This is an optimization exercise on Yosys and OpenROAD, whose aim is small area, a short achievable clock period and few clock cycles per item, not a production implementation.
Only simulation tests tie the RTL to the original design; equivalence was not proved.
No activity file was given, so power comes from the tool's default toggle rates.

==> flow/design.v, too long to show whole: its modules and the start of the top module <==
// module matrix_inverse_gj: 771 lines
module matrix_inverse_gj #(
    parameter int N    = 5,
    parameter int W    = 16,
    parameter int FRAC = 8
) (
    input  logic         clk,
    input  logic         reset,
    input  logic         in_valid,
    output logic         in_ready,
    input  logic [W-1:0] in_data,
    output logic         out_valid,
    input  logic         out_ready,
    output logic [W-1:0] out_data,
    output logic         out_last,
    output logic         busy,
    output logic         singular
);
  // ...
==> flow/flow/run.sh <==
#!/bin/bash
set -euo pipefail
bash standard.sh 'BUFFER_PORTS_ARGS=-buffer_cell sky130_fd_sc_hd__buf_4' \
    SETUP_SLACK_MARGIN=14.95 finish > flow_make.log 2>&1
==> flow/standard.sh <==
#!/bin/bash
# synth_recipe.tcl (not shown) runs the flow's synth.tcl, then flattens the netlist and writes it again
# the make line also repeats each setting of config.mk as NAME=value (left out here)
make -C /OpenROAD-flow-scripts/flow DESIGN_CONFIG=/design/flow/config.mk WORK_HOME=/design/flow/orfs CLKGATE_MAP_FILE= SYNTH_SCRIPT=/design/flow/synth_recipe.tcl "${@:-finish}"
==> flow/config.mk <==
export PLATFORM = sky130hd
export DESIGN_NAME = matrix_inverse_gj
export DESIGN_NICKNAME = matrix_inverse_gj
export VERILOG_FILES = /design/flow/design.v
export SDC_FILE = /design/flow/constraint.sdc
export NUM_CORES = 4
export LEC_CHECK = 0
export ABC_AREA = 1
export CAP_MARGIN = 20
export CORE_MARGIN = 2
export CORE_UTILIZATION = 55
export PLACE_DENSITY = 0.7
export SLEW_MARGIN = 20
==> flow/constraint.sdc <==
create_clock -name core_clock -period 20.0 [get_ports {clk}]
set_input_delay 4.0000 -clock core_clock [delete_from_list [all_inputs] [get_ports {clk}]]
set_output_delay 4.0000 -clock core_clock [all_outputs]
set_load 0.01 [all_outputs]
==> impl_metrics.json, run 1 <==
{
  "grt_util_all_layers": 0.308,
  "max_slew_margin": 0.229,
  "gp_congestion": 0.966,
  "start_util": 0.553,
  "seq_power_share": 0.312,
  "setup_ws_ns": 14.77,
  "routed.top_layer": "met5",
  "status": "finished clean",
  "cts_max_level": 3,
  "power.share.clock": 0.248,
  "path_cells": "buf_6",
  "yosys.area_share.simple": 0.213,
  "clk_pin_slew_worst_paths_ns": 0.06,
  "hold_buffers": 0,
  "synth_top_family_by_area": "simple AND/OR/NAND/NOR gates",
  "largest_class": "multi-input gates",
  "cts_inserted_buffers": 73,
  "grt_pass1_vias": 29800,
  "dr_wl_met3_um": 8440,
  "async_flop_share": 0,
  "cts.path.max_buffers": 3,
  "diodes": 1,
  "min_path_type": "reg2reg",
  "yosysSeqAreaShare": 0.406,
  "wirelength_um": 111000,
  "critPathLaunchType": "register",
  "path_depth": 1,
  "synth_mux_area_frac": 0.000265
}
Testbench counts, summed over its fixed seeds: cycles 10,166, matrices 64.
==> run 2, diff against run 1 <==
--- a/flow/design.v
+++ b/flow/design.v
@@ -45,18 +45,18 @@
     logic        outp;                 
     logic [2:0]  io, jo;               
     logic        v1, n1, k1, v2, n2, k2;
     logic [2:0]  row1, row2, l1, l2;
     logic signed [15:0] a1, b1, x1, x2;
     logic [23:0] cs_s, cs_c;
     logic        cs_ci;
     logic        vv;
-    logic [2:0]  vl;
-    logic [15:0] vreg;
+    logic [2:0]  vl;                   
+    logic [2:0]  vrow;                 
     logic [16:0] npmax;                
     logic        accept;
     assign accept = in_valid & r_in_ready;
     logic [15:0] rpos0, rpos1, ppos0, opos2;
     logic [4:0] rs_oh, ps_oh, or_oh;
     logic [2:0] orow;
     always_comb begin
         orow = '0;
@@ -534,17 +534,20 @@
     logic [4:0]  wen;
     assign wdata = accept ? in_data : res3;
     always_comb
         for (int r = 0; r < 5; r++)
             wen[r] = (accept && lr == 3'(r)) || (v2 && row2 == 3'(r));
     logic [15:0] cval, cabs;
     logic [2:0]  clog;
     logic        cwin;
-    assign cval = vreg;
+    always_comb begin
+        cval = '0;
+        for (int r = 0; r < 5; r++) cval = cval | (q2[r] & {16{vrow == 3'(r)}});
+    end
     assign clog = vl;
     assign cabs = cval[15] ? (16'd0 - cval) : cval;
     assign cwin = (ldc | vv) && (($signed({cval[15], cval}) > $signed({1'b0, pmax})) ||
                                  ($signed({cval[15], cval}) < $signed(npmax)));
     logic [15:0] nrem, nrem2;
     logic        nbit, nbit2;
     always_comb begin
         logic [16:0] t;
@@ -614,18 +617,18 @@
         cs_s  <= mb_cs0[31:8];
         cs_c  <= mb_cs1[31:8];
         cs_ci <= mb_lo[8];
         x2    <= x1;
         row2  <= row1;
         l2    <= l1;
         r_out_data <= (opos2 & {16{o_take}}) | (r_out_data & {16{~o_take}});
         r_out_last <= (o_take & (io == 3'd4) & (jo == 3'd4)) | (r_out_last & ~o_take);
-        if (accept && lc == 3'd0) begin vreg <= in_data; vl <= lr; end
-        else if (k2)              begin vreg <= res3;    vl <= l2; end
+        if (accept && lc == 3'd0) begin vrow <= lr;   vl <= lr; end
+        else if (k2)              begin vrow <= row2; vl <= l2; end
     end
     logic init;
     assign init = reset_r | fin_r | sflag;
     always_ff @(posedge clk) begin
         logic rdy_n;
         reset_r <= reset;
         ph      <= (ph == 3'd4) ? 3'd0 : ph + 3'd1;
         fin_r   <= o_fin;
==> flow/flow/run.sh (replaced) <==
#!/bin/bash
set -euo pipefail
bash standard.sh 'BUFFER_PORTS_ARGS=-buffer_cell sky130_fd_sc_hd__buf_4' \
    SETUP_SLACK_MARGIN=14.8 finish > flow_make.log 2>&1
==> flow/config.mk (replaced) <==
export PLATFORM = sky130hd
export DESIGN_NAME = matrix_inverse_gj
export DESIGN_NICKNAME = matrix_inverse_gj
export VERILOG_FILES = /design/flow/design.v
export SDC_FILE = /design/flow/constraint.sdc
export NUM_CORES = 4
export LEC_CHECK = 0
export ABC_AREA = 1
export CAP_MARGIN = 20
export CORE_MARGIN = 2
export CORE_UTILIZATION = 40
export PLACE_DENSITY = 0.55
export SLEW_MARGIN = 20
==> run 2 against run 1 <==
Still clean on timing, DRC and antenna. Synthesized cell count is 4.1% lower. Flip-flop and latch count decreased by 13. Via count is 3.4% lower. Routed wire length is 9.0% higher. Worst hold slack worse by 0.0041 ns. Sequential share of layout area decreased by 0.75 points. Die area increased by 33%. Critical path type unchanged.
==> impl_metrics.json, run 2 <==
{
  "cp.arrival_ns": 1.30,
  "synth_ff_type": "dfxtp_1",
  "finClkSkew_ns": 0.0835,
  "clkLatencyLatePin_ns": 0.68,
  "synth_top_area_frac": 0.332,
  "chipHeight_um": 307,
  "final_net_count": 4847,
  "ios": 41,
  "critPathMaxFanout": 1,
  "power.density_mw_per_mm2": 146,
  "min_to": "q3[2][12]",
  "critPathLaunchType": "register",
  "power.share.clock": 0.248,
  "critPathCaptureType": "primary output",
  "cts.path.max_buffers": 3,
  "finalCriticalPeriod_ns": 5.30,
  "cts_inserted_buffers": 78,
  "slowest_delay_ns": 0.50,
  "synth_edf_count": 92,
  "die_w_um": 307,
  "seq_power_share": 0.286,
  "syn_area_per_cell_um2": 8.21,
  "yosysMostFrequentCell": "nand2_1",
  "rsz0062_at_grt": "true",
  "holdPathStages": 0,
  "yosysSeqAreaShare": 0.407,
  "place_area_mm2": 0.0383,
  "drc": 0,
  "fin_util": 0.453,
  "ir_drop_v": 0.000156,
  "layout_common_cells": "nand2_1 (982), dfxtp_1 (608), inv_1 (554)",
  "power_frac_comb": 0.466,
  "power.switching_mw": 2.60,
  "slew_violations": 0,
  "rrSetupSlack_ns": 15.14,
  "cts_root_buffer": "clkbuf_16",
  "async_flop_share": 0,
  "path_cells": "buf_6",
  "power_switching_share": 0.430,
  "crit_family": "flip-flops",
  "grt_start_max_net_pins": 62,
  "grt_util_all_layers": 0.252,
  "postRouteAntennaNets": 0,
  "grt_pass1_wl_um": 181000,
  "fin_area_mm2": 0.0414,
  "final_hold_viol_count": 0,
  "syn_area_mm2": 0.0367,
  "drive_above_1_share": 0.0789,
  "min_path_type": "reg2reg",
  "synth_cell_type_count": 71,
  "fin_crit_sh": 0.265,
  "grt_pass1_vias": 29300,
  "path_class": "reg2out",
  "critPathRequiredTime_ns": 16.00,
  "synthToLayoutAreaGrowth_pct": 12.8,
  "ys_seq_elements": 701,
  "start_util": 0.402,
  "wl_per_cell_um": 21.0,
  "slowest_stage": "edfxtp_1",
  "fin_tns_setup_ns": 0,
  "rr_startpoint": "vrow[2]",
  "cts.sinks": 701,
  "power.internal_mw": 3.45,
  "synth_area_leaders": "dfxtp_1 (33%), nand2_1 (10%), edfxtp_1 (7.5%), ha_1 (7.2%), fa_1 (5.9%)",
  "r2r_cells": 21,
  "core_mm2": 0.0914,
  "rows": 111,
  "power_mw": 6.05,
  "r2r_end": "dq[11]",
  "whs_ns": 0.302,
  "p_leak_nw": 18.4,
  "yosys_warnings": 7,
  "cap_violations": 0,
  "dpl.hpwl_um": 88100,
  "tightest_slew_ns": 1.10,
  "min-delay-start": "q4[2][12]",
  "layout_commonest_cell": "nand2_1",
  "tritoncts": "yes",
  "fmax_mhz": 189,
  "netlist_top_cells_count": "nand2_1 (989), dfxtp_1 (609), inv_1 (558), o21ai_0 (293), nor2_1 (223)",
  "synth_cells": 4475,
  "dr_total_vias": 30800,
  "antenna_found_initial": 4,
  "gp_congestion": 0.997,
  "firstDrtPassIters": 8,
  "portBuffers": 40,
  "synth_nets": 4813,
  "max_slew_margin": 0.265,
  "path_buf_inv": 1,
  "drt_iter0_drc": 2741,
  "clk_pin_slew_worst_paths_ns": 0.06,
  "synth_largest_area_cell": "dfxtp_1",
  "status": "finished clean",
  "setup_viol": 0,
  "wirelength_um": 121000,
  "grt-ovfl-total": 0,
  "dieArea_mm2": 0.0943,
  "via_per_inst": 5.35,
  "cts_max_level": 3
}
-- run 2: worst max-delay path by stage --
stage	start	to	slack (ns)	cells past startpoint
5_1_grt	register	out_data[6]	14.68	1
3_5_place_dp	in_valid	q2[2][14]	13.39	9
6_report	register	out_data[12]	14.70	1
2_1_floorplan	in_valid	q2[2][10]	14.80	9
3_3_place_gp	in_valid	q2[2][5]	13.45	9
4_1_cts	register	out_data[6]	14.69	1
-- run 2: layer usage --
layer / wire length [um] / share of wire / track usage / vias up
met3: 7910 / 0.066 / 0.0358 / 210
met5: 11 / 0.000091 / 0 / -
met4: 4700 / 0.039 / 0.0945 / 2
li1: - / - / - / 14900
met2: 53700 / 0.44 / 0.400 / 1076
met1: 54400 / 0.45 / 0.347 / 14600
-- run 2: cell families (layout without fill, tap and decap cells) --
group | after synthesis | count (layout) | synth area share
xor gates and xnor gates | 224 | 224 | 0.0538
other | 0 | 2 | 0
DFF | 701 | 701 | 0.407
AOI/OAI and AO/OA | 914 | 915 | 0.149
and+or+nand+nor | 1574 | 1574 | 0.181
muxes | 2 | 2 | 0.000579
adders and majority gates | 321 | 321 | 0.131
buffers and inverters | 739 | 837 | 0.0768
-- run 2: stage by stage --
| stage | instances | setup slack [ns] |
|---|---|---|
| 3_3_place_gp | 5595 | 13.45 |
| 6_report | 5762 | 14.70 |
| 3_5_place_dp | 5595 | 13.39 |
| 2_1_floorplan | 4475 | 14.80 |
| 4_1_cts | 5751 | 14.69 |
| 5_1_grt | 5760 | 14.68 |
-- run 2: what timing repair did --
item | 4_1_cts | 5_1_grt
setup buffers | 10 | 7
hold buffers | 0 | 0
resized for setup | 25 | 23
pin swaps | 2 | 1
setup endpoints to repair | 90 | 158
cloned | 1 | 1
-- run 2: layout make-up --
cell class,instances,area [um2]
Timing Repair Buffer,109,878
Antenna cell,2,5.00
Clock buffer,104,2200
Fill cell,9054,50000
Timing Repair inverter,1,7.51
Multi-Input combinational cell,3036,19100
Sequential cell,701,15000
Clock inverter,41,569
Inverter,582,2200
Tap cell,1186,1480
-- run 2: power groups by stage --
| stage | combinational, mW | sequential [mW] | clock, mW |
|---|---|---|---|
| 2_1_floorplan | 1.97 | 1.71 | 0 |
| 3_3_place_gp | 2.74 | 1.76 | 0 |
| 3_5_place_dp | 2.73 | 1.76 | 0 |
| 4_1_cts | 2.76 | 1.73 | 1.52 |
| 5_1_grt | 3.16 | 1.74 | 1.58 |
| 6_report | 2.82 | 1.73 | 1.50 |
Testbench counts of run 2, summed over its fixed seeds: cycles 10,166, matrices 64.

## what the ideal ports hide
No port has a modelled driver above. Below, the same layouts with a new extraction and two added sets of constraints.
Step 1: set_driving_cell puts a clkbuf_16 on clk and a buf_2 on each other input, an assumption about the parent block.
Step 2, shift: input delay + t, output delay - t, t = (earliest + latest rising clock arrival at the registers) / 2. This alone moves slack from input paths to output paths.
a / b / c = ideal / step 1 / step 2; a / b = the first two.
run	t (ns)	setup WS [ns]	worst data-port slew with drivers (ns)
run 1	0.692	14.774 / 14.702 / 14.415	0.04
run 2	0.695	14.699 / 14.637 / 14.230	0.05
After both steps every run listed still meets setup and hold. The setup slack of run 2, which loses most, moves by -0.062 ns with the drivers and by -0.469 ns with both steps.
